This is an optimization exercise on Yosys and OpenROAD, whose aim is small area, not a production implementation.
The RTL was checked by simulation tests, not by an equivalence proof against the original design.
Power is estimated from default activity; no workload was simulated. The clock port is modelled as an ideal driver; clocking choices that lean on that would not hold on a real chip.

==> job 5451 <==
==> flow/design.v <==
`default_nettype none
package alu_pkg;
    parameter int DEF_NUM_SLOTS    = 8;     
    parameter int DEF_RESULT_DEPTH = 32;    
    parameter int TAG_W            = 5;     
    localparam int STATUS_W = 3;     
    localparam int ENTRY_W  = 61;    
    localparam int UPDATE_W = 10;    
    function automatic logic op_supported(logic [5:0] op);
        op_supported = !op[5] && (op[4] ? (op[3:0] == 4'b0110 || op[3:0] == 4'b0111 || op[3:0] == 4'b1000)
                                        : (!op[3] || op[2:0] == 3'b000));
    endfunction
endpackage
`default_nettype wire
`timescale 1ns/10ps
`default_nettype none
module alu_result_buffer #(
    parameter int RESULT_DEPTH = 32
) (
    input  wire         clk,
    input  wire         arst_n,
    input  wire         wr_en,
    input  wire  [31:0] wr_data,
    output logic [4:0]  alloc_tag,
    input  wire  [4:0]  rd_tag,
    output logic [31:0] rd_data
);
    logic [31:0] mem [RESULT_DEPTH];
    logic [4:0]  alloc_ptr;
    always_ff @(posedge clk or negedge arst_n) begin
        if (!arst_n)    alloc_ptr <= '0;
        else if (wr_en) alloc_ptr <= alloc_ptr + 5'd1;    
    end
    always_ff @(posedge clk) begin
        if (wr_en) mem[alloc_ptr] <= wr_data;
    end
    assign alloc_tag = alloc_ptr;
    always_comb begin
        rd_data = '0;
        for (int r = 0; r < RESULT_DEPTH; r++)
            rd_data = rd_data | ({32{rd_tag == 5'(r)}} & mem[r]);
    end
endmodule
`default_nettype wire
`timescale 1ns/10ps
`default_nettype none
module alu_execute #(
    parameter int NUM_SLOTS = 8
) (
    input  wire [NUM_SLOTS*alu_pkg::STATUS_W-1:0] slot_status,
    input  wire [NUM_SLOTS*alu_pkg::ENTRY_W-1:0]  slot_entry,
    output logic [4:0]                            rs_addr,
    output logic [4:0]                            rt_addr,
    input  wire  [31:0]                           rs_data,
    input  wire  [31:0]                           rt_data,
    output logic                                  res_wr_en,
    output logic [31:0]                           res_data,
    output logic [NUM_SLOTS-1:0]                  exec_sel       
);
    localparam int EW = alu_pkg::ENTRY_W;
    localparam int SW = alu_pkg::STATUS_W;
    logic [NUM_SLOTS-1:0] elig;
    logic [NUM_SLOTS-1:0] sel;
    logic [NUM_SLOTS-1:0] sel_imm;     
    logic [NUM_SLOTS-1:0] sel_reg;     
    logic [5:0]  op;
    logic [31:0] imm_b;
    always_comb begin
        for (int i = 0; i < NUM_SLOTS; i++)
            elig[i] = slot_status[i*SW +: SW] == 3'b100 &&
                      alu_pkg::op_supported(slot_entry[i*EW + 55 +: 6]);
    end
    always_comb begin
        logic taken;
        taken = 1'b0;
        for (int i = NUM_SLOTS - 1; i >= 0; i--) begin
            sel[i] = elig[i] && !taken;
            taken  = taken || elig[i];
        end
    end
    always_comb begin
        for (int i = 0; i < NUM_SLOTS; i++) begin
            logic [5:0] o;
            o = slot_entry[i*EW + 55 +: 6];
            sel_imm[i] = sel[i] && !o[4] && (o[3] || o[2:1] == 2'b11);
            sel_reg[i] = sel[i] && !(!o[4] && (o[3] || o[2:1] == 2'b11));
        end
    end
    always_comb begin
        op      = '0;
        rs_addr = '0;
        rt_addr = '0;
        imm_b   = '0;
        for (int i = 0; i < NUM_SLOTS; i++) begin
            op      = op      | ({6{sel[i]}}     & slot_entry[i*EW + 55 +: 6]);
            rs_addr = rs_addr | ({5{sel[i]}}     & slot_entry[i*EW + 50 +: 5]);
            rt_addr = rt_addr | ({5{sel[i]}}     & slot_entry[i*EW + 45 +: 5]);
            imm_b   = imm_b   | ({32{sel_imm[i]}} & slot_entry[i*EW + 8 +: 32]);
        end
    end
    assign res_wr_en = |elig;
    assign exec_sel  = sel;
    logic [31:0] a, b;
    assign a = rs_data;
    assign b = imm_b | ({32{|sel_reg}} & rt_data);
    logic is_shift, is_sub, is_slt, is_and, is_or, is_xor, is_add;
    logic sh_left, sh_arith;
    assign is_shift = op[4];
    assign is_sub   = !op[4] && !op[3] && op[0] && !op[1];           
    assign is_slt   = !op[4] && !op[3] && op[2:0] == 3'b101;
    assign is_and   = !op[4] && !op[3] && op[1] && (op[2:0] == 3'b010 || op[2:0] == 3'b111);
    assign is_or    = !op[4] && (op[3] || op[2:0] == 3'b011);
    assign is_xor   = !op[4] && !op[3] && op[2:0] == 3'b100;
    assign is_add   = !op[4] && !op[3] && (op[2:0] == 3'b000 || op[2:0] == 3'b001 || op[2:0] == 3'b110);
    assign sh_left  = !op[3] && !op[0];
    assign sh_arith = op[3];
    logic [31:0] bb, p, g, c;
    logic        cout;
    assign bb = b ^ {32{is_sub}};
    assign p  = a ^ bb;
    assign g  = a & bb;
    logic [31:0] gg, pp;
    always_comb begin
        gg = g;
        pp = p;
        for (int l = 0; l < 5; l++) begin
            for (int i = 0; i < 32; i++) begin
                if (i[l]) begin
                    gg[i] = gg[i] | (pp[i] & gg[((i >> l) << l) - 1]);
                    pp[i] = pp[i] & pp[((i >> l) << l) - 1];
                end
            end
        end
        c[0] = is_sub;
        for (int i = 1; i < 32; i++) c[i] = gg[i-1] | (pp[i-1] & is_sub);
        cout = gg[31] | (pp[31] & is_sub);
    end
    logic [31:0] sum;
    assign sum = p ^ c;
    logic [31:0] sh_in, sh_out, sh_res;
    logic        fill;
    always_comb begin
        for (int i = 0; i < 32; i++) sh_in[i] = sh_left ? a[31-i] : a[i];
    end
    assign fill   = sh_arith && a[31];
    assign sh_out = 32'($signed({fill, sh_in}) >>> b[4:0]);
    always_comb begin
        for (int i = 0; i < 32; i++) sh_res[i] = sh_left ? sh_out[31-i] : sh_out[i];
    end
    assign res_data = ({32{is_add}}   & sum)
                    | ({32{is_slt}}   & {32{!cout}})
                    | ({32{is_and}}   & g)
                    | ({32{is_or}}    & (p | g))
                    | ({32{is_xor}}   & p)
                    | ({32{is_shift}} & sh_res);
endmodule
`default_nettype wire
`timescale 1ns/10ps
`default_nettype none
module alu_writeback #(
    parameter int NUM_SLOTS = 8
) (
    input  wire [NUM_SLOTS*alu_pkg::STATUS_W-1:0] slot_status,
    input  wire [NUM_SLOTS*alu_pkg::ENTRY_W-1:0]  slot_entry,
    output logic [4:0]                            rd_tag,
    output logic                                  rd_wr_en,
    output logic [4:0]                            rd_addr,
    output logic [NUM_SLOTS-1:0]                  wb_sel         
);
    localparam int EW = alu_pkg::ENTRY_W;
    localparam int SW = alu_pkg::STATUS_W;
    logic [NUM_SLOTS-1:0] elig;
    always_comb begin
        for (int i = 0; i < NUM_SLOTS; i++)
            elig[i] = slot_status[i*SW +: SW] == 3'b001 &&
                      alu_pkg::op_supported(slot_entry[i*EW + 55 +: 6]);
    end
    always_comb begin
        logic taken;
        taken = 1'b0;
        for (int i = NUM_SLOTS - 1; i >= 0; i--) begin
            wb_sel[i] = elig[i] && !taken;
            taken     = taken || elig[i];
        end
    end
    always_comb begin
        rd_tag  = '0;
        rd_addr = '0;
        for (int i = 0; i < NUM_SLOTS; i++) begin
            rd_tag  = rd_tag  | ({5{wb_sel[i]}} & slot_entry[i*EW + 3 +: 5]);
            rd_addr = rd_addr | ({5{wb_sel[i]}} & slot_entry[i*EW + 40 +: 5]);
        end
    end
    assign rd_wr_en = |elig;
endmodule
`default_nettype wire
`timescale 1ns/10ps
`default_nettype none
module alu_status_merge #(
    parameter int NUM_SLOTS = 8
) (
    input  wire [NUM_SLOTS*alu_pkg::STATUS_W-1:0]  slot_status,
    input  wire [NUM_SLOTS*alu_pkg::ENTRY_W-1:0]   slot_entry,
    input  wire [NUM_SLOTS-1:0]                    exec_sel,
    input  wire [NUM_SLOTS-1:0]                    wb_sel,
    input  wire [4:0]                              alloc_tag,
    output logic [NUM_SLOTS*alu_pkg::UPDATE_W-1:0] slot_update
);
    localparam int EW = alu_pkg::ENTRY_W;
    localparam int SW = alu_pkg::STATUS_W;
    always_comb begin
        for (int s = 0; s < NUM_SLOTS; s++) begin
            logic [2:0] st, stamp;
            st    = slot_entry[s*EW +: 3];
            stamp = {st[2] | slot_status[s*SW + 2], st[1], st[0] | slot_status[s*SW]};
            slot_update[s*alu_pkg::UPDATE_W +: alu_pkg::UPDATE_W] =
                {exec_sel[s] | wb_sel[s], stamp, exec_sel[s], alloc_tag};
        end
    end
endmodule
`default_nettype wire
`timescale 1ns/10ps
`default_nettype none
module alu_unit #(
    parameter int NUM_SLOTS    = alu_pkg::DEF_NUM_SLOTS,
    parameter int RESULT_DEPTH = alu_pkg::DEF_RESULT_DEPTH
) (
    input  wire                                       clk,
    input  wire                                       arst_n,
    input  wire  [NUM_SLOTS*alu_pkg::STATUS_W-1:0]    slot_status,
    input  wire  [NUM_SLOTS*alu_pkg::ENTRY_W-1:0]     slot_entry,
    output logic [NUM_SLOTS*alu_pkg::UPDATE_W-1:0]    slot_update,
    output logic [4:0]                                rs_addr,
    input  wire  [31:0]                               rs_data,
    output logic [4:0]                                rt_addr,
    input  wire  [31:0]                               rt_data,
    output logic                                      rd_wr_en,
    output logic [4:0]                                rd_addr,
    output logic [31:0]                               rd_data
);
    logic                 res_wr_en;
    logic [31:0]          res_data;
    logic [4:0]           alloc_tag;
    logic [4:0]           buf_rd_tag;
    logic [NUM_SLOTS-1:0] exec_sel;
    logic [NUM_SLOTS-1:0] wb_sel;
    alu_execute #(.NUM_SLOTS(NUM_SLOTS)) u_execute (
        .slot_status (slot_status),
        .slot_entry  (slot_entry),
        .rs_addr     (rs_addr),
        .rt_addr     (rt_addr),
        .rs_data     (rs_data),
        .rt_data     (rt_data),
        .res_wr_en   (res_wr_en),
        .res_data    (res_data),
        .exec_sel    (exec_sel)
    );
    alu_result_buffer #(.RESULT_DEPTH(RESULT_DEPTH)) u_result_buffer (
        .clk       (clk),
        .arst_n    (arst_n),
        .wr_en     (res_wr_en),
        .wr_data   (res_data),
        .alloc_tag (alloc_tag),
        .rd_tag    (buf_rd_tag),
        .rd_data   (rd_data)
    );
    alu_writeback #(.NUM_SLOTS(NUM_SLOTS)) u_writeback (
        .slot_status (slot_status),
        .slot_entry  (slot_entry),
        .rd_tag      (buf_rd_tag),
        .rd_wr_en    (rd_wr_en),
        .rd_addr     (rd_addr),
        .wb_sel      (wb_sel)
    );
    alu_status_merge #(.NUM_SLOTS(NUM_SLOTS)) u_status_merge (
        .slot_status (slot_status),
        .slot_entry  (slot_entry),
        .exec_sel    (exec_sel),
        .wb_sel      (wb_sel),
        .alloc_tag   (alloc_tag),
        .slot_update (slot_update)
    );
endmodule
`default_nettype wire
==> flow/flow/run.sh <==
#!/bin/bash
# The standard ORFS layout (standard.sh, unchanged synthesis) with these changes:
#  - port buffers are buf_1 instead of the tool's default pick
#  - CTS without dummy loads, larger sink clusters
set -euo pipefail
bash standard.sh \
  "BUFFER_PORTS_ARGS=-buffer_cell sky130_fd_sc_hd__buf_1" \
  "CTS_ARGS=-sink_clustering_enable -repair_clock_nets -dont_use_dummy_load -buf_list {sky130_fd_sc_hd__clkbuf_8 sky130_fd_sc_hd__clkbuf_16} -sink_clustering_size 30 -sink_clustering_max_diameter 60" \
  "CAP_MARGIN=0" "SLEW_MARGIN=0" "CORE_UTILIZATION=55" \
  finish > make_finish.log 2>&1
==> flow/standard.sh <==
#!/bin/bash
# synth_recipe.tcl (not shown) runs the flow's synth.tcl, then flattens the netlist and writes it again
# the make line also repeats each setting of config.mk as NAME=value (left out here)
make -C /OpenROAD-flow-scripts/flow DESIGN_CONFIG=/design/flow/config.mk WORK_HOME=/design/flow/orfs CLKGATE_MAP_FILE= SYNTH_SCRIPT=/design/flow/synth_recipe.tcl "${@:-finish}"
==> flow/config.mk <==
export PLATFORM = sky130hd
export DESIGN_NAME = alu_unit
export DESIGN_NICKNAME = alu_unit
export VERILOG_FILES = /design/flow/design.v
export SDC_FILE = /design/flow/constraint.sdc
export NUM_CORES = 4
export LEC_CHECK = 0
export CAP_MARGIN = 20
export CORE_MARGIN = 2
export CORE_UTILIZATION = 40
export SLEW_MARGIN = 20
==> flow/constraint.sdc <==
create_clock -name core_clock -period 10.5 [get_ports {clk}]
set_input_delay 2.1000 -clock core_clock [delete_from_list [all_inputs] [get_ports {clk}]]
set_output_delay 2.1000 -clock core_clock [all_outputs]
set_load 0.01 [all_outputs]
==> job 2221: changes against job 5451 <==
==> flow/design.v, changed modules only <==
module alu_execute #(
    parameter int NUM_SLOTS = 8
) (
    input  wire [NUM_SLOTS*alu_pkg::STATUS_W-1:0] slot_status,
    input  wire [NUM_SLOTS*alu_pkg::ENTRY_W-1:0]  slot_entry,
    output logic [4:0]                            rs_addr,
    output logic [4:0]                            rt_addr,
    input  wire  [31:0]                           rs_data,
    input  wire  [31:0]                           rt_data,
    output logic                                  res_wr_en,
    output logic [31:0]                           res_data,
    output logic [NUM_SLOTS-1:0]                  exec_sel       
);
    localparam int EW = alu_pkg::ENTRY_W;
    localparam int SW = alu_pkg::STATUS_W;
    logic [NUM_SLOTS-1:0] elig;
    logic [NUM_SLOTS-1:0] sel;
    logic [NUM_SLOTS-1:0] sel_imm;     
    logic [NUM_SLOTS-1:0] sel_reg;     
    logic [5:0]  op;
    logic [31:0] imm_b;
    always_comb begin
        for (int i = 0; i < NUM_SLOTS; i++)
            elig[i] = slot_status[i*SW +: SW] == 3'b100 &&
                      alu_pkg::op_supported(slot_entry[i*EW + 55 +: 6]);
    end
    always_comb begin
        logic taken;
        taken = 1'b0;
        for (int i = NUM_SLOTS - 1; i >= 0; i--) begin
            sel[i] = elig[i] && !taken;
            taken  = taken || elig[i];
        end
    end
    always_comb begin
        for (int i = 0; i < NUM_SLOTS; i++) begin
            logic [5:0] o;
            o = slot_entry[i*EW + 55 +: 6];
            sel_imm[i] = sel[i] && !o[4] && (o[3] || o[2:1] == 2'b11);
            sel_reg[i] = sel[i] && !(!o[4] && (o[3] || o[2:1] == 2'b11));
        end
    end
    always_comb begin
        op      = '0;
        rs_addr = '0;
        rt_addr = '0;
        imm_b   = '0;
        for (int i = 0; i < NUM_SLOTS; i++) begin
            op      = op      | ({6{sel[i]}}     & slot_entry[i*EW + 55 +: 6]);
            rs_addr = rs_addr | ({5{sel[i]}}     & slot_entry[i*EW + 50 +: 5]);
            rt_addr = rt_addr | ({5{sel[i]}}     & slot_entry[i*EW + 45 +: 5]);
            imm_b   = imm_b   | ({32{sel_imm[i]}} & slot_entry[i*EW + 8 +: 32]);
        end
    end
    assign res_wr_en = |elig;
    assign exec_sel  = sel;
    logic [31:0] a, b;
    assign a = rs_data;
    assign b = imm_b | ({32{|sel_reg}} & rt_data);
    logic is_shift, is_sub, is_slt, is_and, is_or, is_xor, is_add;
    logic sh_left, sh_arith;
    assign is_shift = op[4];
    assign is_sub   = !op[4] && !op[3] && op[0] && !op[1];           
    assign is_slt   = !op[4] && !op[3] && op[2:0] == 3'b101;
    assign is_and   = !op[4] && !op[3] && op[1] && (op[2:0] == 3'b010 || op[2:0] == 3'b111);
    assign is_or    = !op[4] && (op[3] || op[2:0] == 3'b011);
    assign is_xor   = !op[4] && !op[3] && op[2:0] == 3'b100;
    assign is_add   = !op[4] && !op[3] && (op[2:0] == 3'b000 || op[2:0] == 3'b001 || op[2:0] == 3'b110);
    assign sh_left  = !op[3] && !op[0];
    assign sh_arith = op[3];
    logic [32:0] sum;
    assign sum = {1'b0, a} + {1'b0, b ^ {32{is_sub}}} + {32'b0, is_sub};
    logic [31:0] sh_in, sh_out, sh_res;
    logic        fill;
    always_comb begin
        for (int i = 0; i < 32; i++) sh_in[i] = sh_left ? a[31-i] : a[i];
    end
    assign fill   = sh_arith && a[31];
    assign sh_out = 32'($signed({fill, sh_in}) >>> b[4:0]);
    always_comb begin
        for (int i = 0; i < 32; i++) sh_res[i] = sh_left ? sh_out[31-i] : sh_out[i];
    end
    assign res_data = ({32{is_add}}   & sum[31:0])
                    | ({32{is_slt}}   & {32{!sum[32]}})
                    | ({32{is_and}}   & (a & b))
                    | ({32{is_or}}    & (a | b))
                    | ({32{is_xor}}   & (a ^ b))
                    | ({32{is_shift}} & sh_res);
endmodule
==> flow/flow/run.sh (replaced) <==
#!/bin/bash
# The standard ORFS layout (standard.sh, unchanged synthesis) with these changes:
#  - port buffers are buf_1 instead of the tool's default pick
#  - CTS without dummy loads and with smaller clock buffers
#  - global placement not timing driven
set -euo pipefail
bash standard.sh \
  "BUFFER_PORTS_ARGS=-buffer_cell sky130_fd_sc_hd__buf_1" \
  "CTS_ARGS=-sink_clustering_enable -repair_clock_nets -dont_use_dummy_load -buf_list {sky130_fd_sc_hd__clkbuf_4 sky130_fd_sc_hd__clkbuf_8}" \
  "GPL_TIMING_DRIVEN=0" \
  finish > make_finish.log 2>&1
==> job 1477: changes against job 5451 <==
==> flow/design.v, changed modules only <==
module alu_execute #(
    parameter int NUM_SLOTS = 8
) (
    input  wire [NUM_SLOTS*alu_pkg::STATUS_W-1:0] slot_status,
    input  wire [NUM_SLOTS*alu_pkg::ENTRY_W-1:0]  slot_entry,
    output logic [4:0]                            rs_addr,
    output logic [4:0]                            rt_addr,
    input  wire  [31:0]                           rs_data,
    input  wire  [31:0]                           rt_data,
    output logic                                  res_wr_en,
    output logic [31:0]                           res_data,
    output logic [NUM_SLOTS-1:0]                  exec_sel       
);
    localparam int EW = alu_pkg::ENTRY_W;
    localparam int SW = alu_pkg::STATUS_W;
    logic [NUM_SLOTS-1:0] elig;
    logic [NUM_SLOTS-1:0] sel;
    logic [NUM_SLOTS-1:0] sel_imm;     
    logic [NUM_SLOTS-1:0] sel_reg;     
    logic [5:0]  op;
    logic [31:0] imm_b;
    always_comb begin
        for (int i = 0; i < NUM_SLOTS; i++)
            elig[i] = slot_status[i*SW +: SW] == 3'b100 &&
                      alu_pkg::op_supported(slot_entry[i*EW + 55 +: 6]);
    end
    always_comb begin
        logic taken;
        taken = 1'b0;
        for (int i = NUM_SLOTS - 1; i >= 0; i--) begin
            sel[i] = elig[i] && !taken;
            taken  = taken || elig[i];
        end
    end
    always_comb begin
        for (int i = 0; i < NUM_SLOTS; i++) begin
            logic [5:0] o;
            o = slot_entry[i*EW + 55 +: 6];
            sel_imm[i] = sel[i] && !o[4] && (o[3] || o[2:1] == 2'b11);
            sel_reg[i] = sel[i] && !(!o[4] && (o[3] || o[2:1] == 2'b11));
        end
    end
    always_comb begin
        op      = '0;
        rs_addr = '0;
        rt_addr = '0;
        imm_b   = '0;
        for (int i = 0; i < NUM_SLOTS; i++) begin
            op      = op      | ({6{sel[i]}}     & slot_entry[i*EW + 55 +: 6]);
            rs_addr = rs_addr | ({5{sel[i]}}     & slot_entry[i*EW + 50 +: 5]);
            rt_addr = rt_addr | ({5{sel[i]}}     & slot_entry[i*EW + 45 +: 5]);
            imm_b   = imm_b   | ({32{sel_imm[i]}} & slot_entry[i*EW + 8 +: 32]);
        end
    end
    assign res_wr_en = |elig;
    assign exec_sel  = sel;
    logic [31:0] a, b;
    assign a = rs_data;
    assign b = imm_b | ({32{|sel_reg}} & rt_data);
    logic is_shift, is_sub, is_slt, is_and, is_or, is_xor, is_add;
    logic sh_left, sh_arith;
    assign is_shift = op[4];
    assign is_sub   = !op[4] && !op[3] && op[0] && !op[1];           
    assign is_slt   = !op[4] && !op[3] && op[2:0] == 3'b101;
    assign is_and   = !op[4] && !op[3] && op[1] && (op[2:0] == 3'b010 || op[2:0] == 3'b111);
    assign is_or    = !op[4] && (op[3] || op[2:0] == 3'b011);
    assign is_xor   = !op[4] && !op[3] && op[2:0] == 3'b100;
    assign is_add   = !op[4] && !op[3] && (op[2:0] == 3'b000 || op[2:0] == 3'b001 || op[2:0] == 3'b110);
    assign sh_left  = !op[3] && !op[0];
    assign sh_arith = op[3];
    logic [32:0] sum;
    assign sum = {1'b0, a} + {1'b0, b ^ {32{is_sub}}} + {32'b0, is_sub};
    logic [31:0] sh_in, sh_out, sh_res;
    logic        fill;
    always_comb begin
        for (int i = 0; i < 32; i++) sh_in[i] = sh_left ? a[31-i] : a[i];
    end
    assign fill   = sh_arith && a[31];
    assign sh_out = 32'($signed({fill, sh_in}) >>> b[4:0]);
    always_comb begin
        for (int i = 0; i < 32; i++) sh_res[i] = sh_left ? sh_out[31-i] : sh_out[i];
    end
    assign res_data = ({32{is_add}}   & sum[31:0])
                    | ({32{is_slt}}   & {32{!sum[32]}})
                    | ({32{is_and}}   & (a & b))
                    | ({32{is_or}}    & (a | b))
                    | ({32{is_xor}}   & (a ^ b))
                    | ({32{is_shift}} & sh_res);
endmodule
--- a/flow/flow/run.sh
+++ b/flow/flow/run.sh
@@ -8,3 +8,2 @@
   "CTS_ARGS=-sink_clustering_enable -repair_clock_nets -dont_use_dummy_load -buf_list {sky130_fd_sc_hd__clkbuf_8 sky130_fd_sc_hd__clkbuf_16} -sink_clustering_size 30 -sink_clustering_max_diameter 60" \
-  "CAP_MARGIN=0" "SLEW_MARGIN=0" "CORE_UTILIZATION=55" \
   finish > make_finish.log 2>&1
==> summary.txt <==
metric                                                                             job 5451                    job 2221     job 1477
Met1 usage in global routing                                                          61.5%                       46.3%        45.2%
Status                                                           complete, but fails checks  complete, but fails checks  no timing/DRC/antenna violations
Violated checks                                                                setup timing                setup timing            -
Area of the core region                                                          85000 um^2                 118000 um^2  118000 um^2
Non-clock buffering overhead                                                          7.51%                       10.6%        8.91%
Overall die height                                                                   297 um                      350 um       350 um
Vias after detailed routing                                                           41900                       39900        38500
Last weighted congestion value of the routability-driven placer                        1.16                        1.07         1.08
Setup WS pre-CTS                                                                     578 ps                    -4070 ps       575 ps
Synthesized cell area                                                            47100 um^2                  47900 um^2   47900 um^2
Worst Clk Skew                                                                       108 ps                     47.2 ps      71.2 ps
Net Switching                                                                       2900 uW                     3190 uW      2950 uW
Seq power                                                                           5220 uW                     5170 uW      5170 uW
Post-route setup slack                                                             -16.2 ps                    -98.9 ps       693 ps
XOR/XNOR share of the synthesized area                                                1.08%                       1.19%        1.19%

-- port drivers added, routing unchanged --
Ports are ideal in the flow. The routed layouts listed here were re-timed in OpenROAD. Step 1, drivers: a clkbuf_16 drives clk and a buf_2 each remaining input, both assumed. Step 2 moves the port delays by t, midway between the first and last clock arrival at a register: inputs arrive t later, outputs are due t later. That takes back most of the time a late clock gives input paths. Three values: no drivers, after step 1, after step 2; two values: the first two.
run	shift t [ns]	setup WS [ns]	clock arrival spread, ns	slew at the worst register clock pin (ns)	cell pins on the clock port's net
job 5451	0.634	-0.016 / -0.042 / -0.042	0.115 / 0.115	0.12 / 0.12	1
job 2221	0.871	-0.099 / -0.122 / -0.632	0.064 / 0.065	0.07 / 0.07	1
job 1477	0.693	0.693 / 0.668 / 0.155	0.076 / 0.076	0.12 / 0.12	1
For job 1477, which loses most, drivers alone change the setup slack by -0.025 ns; drivers and shift together by -0.538 ns.
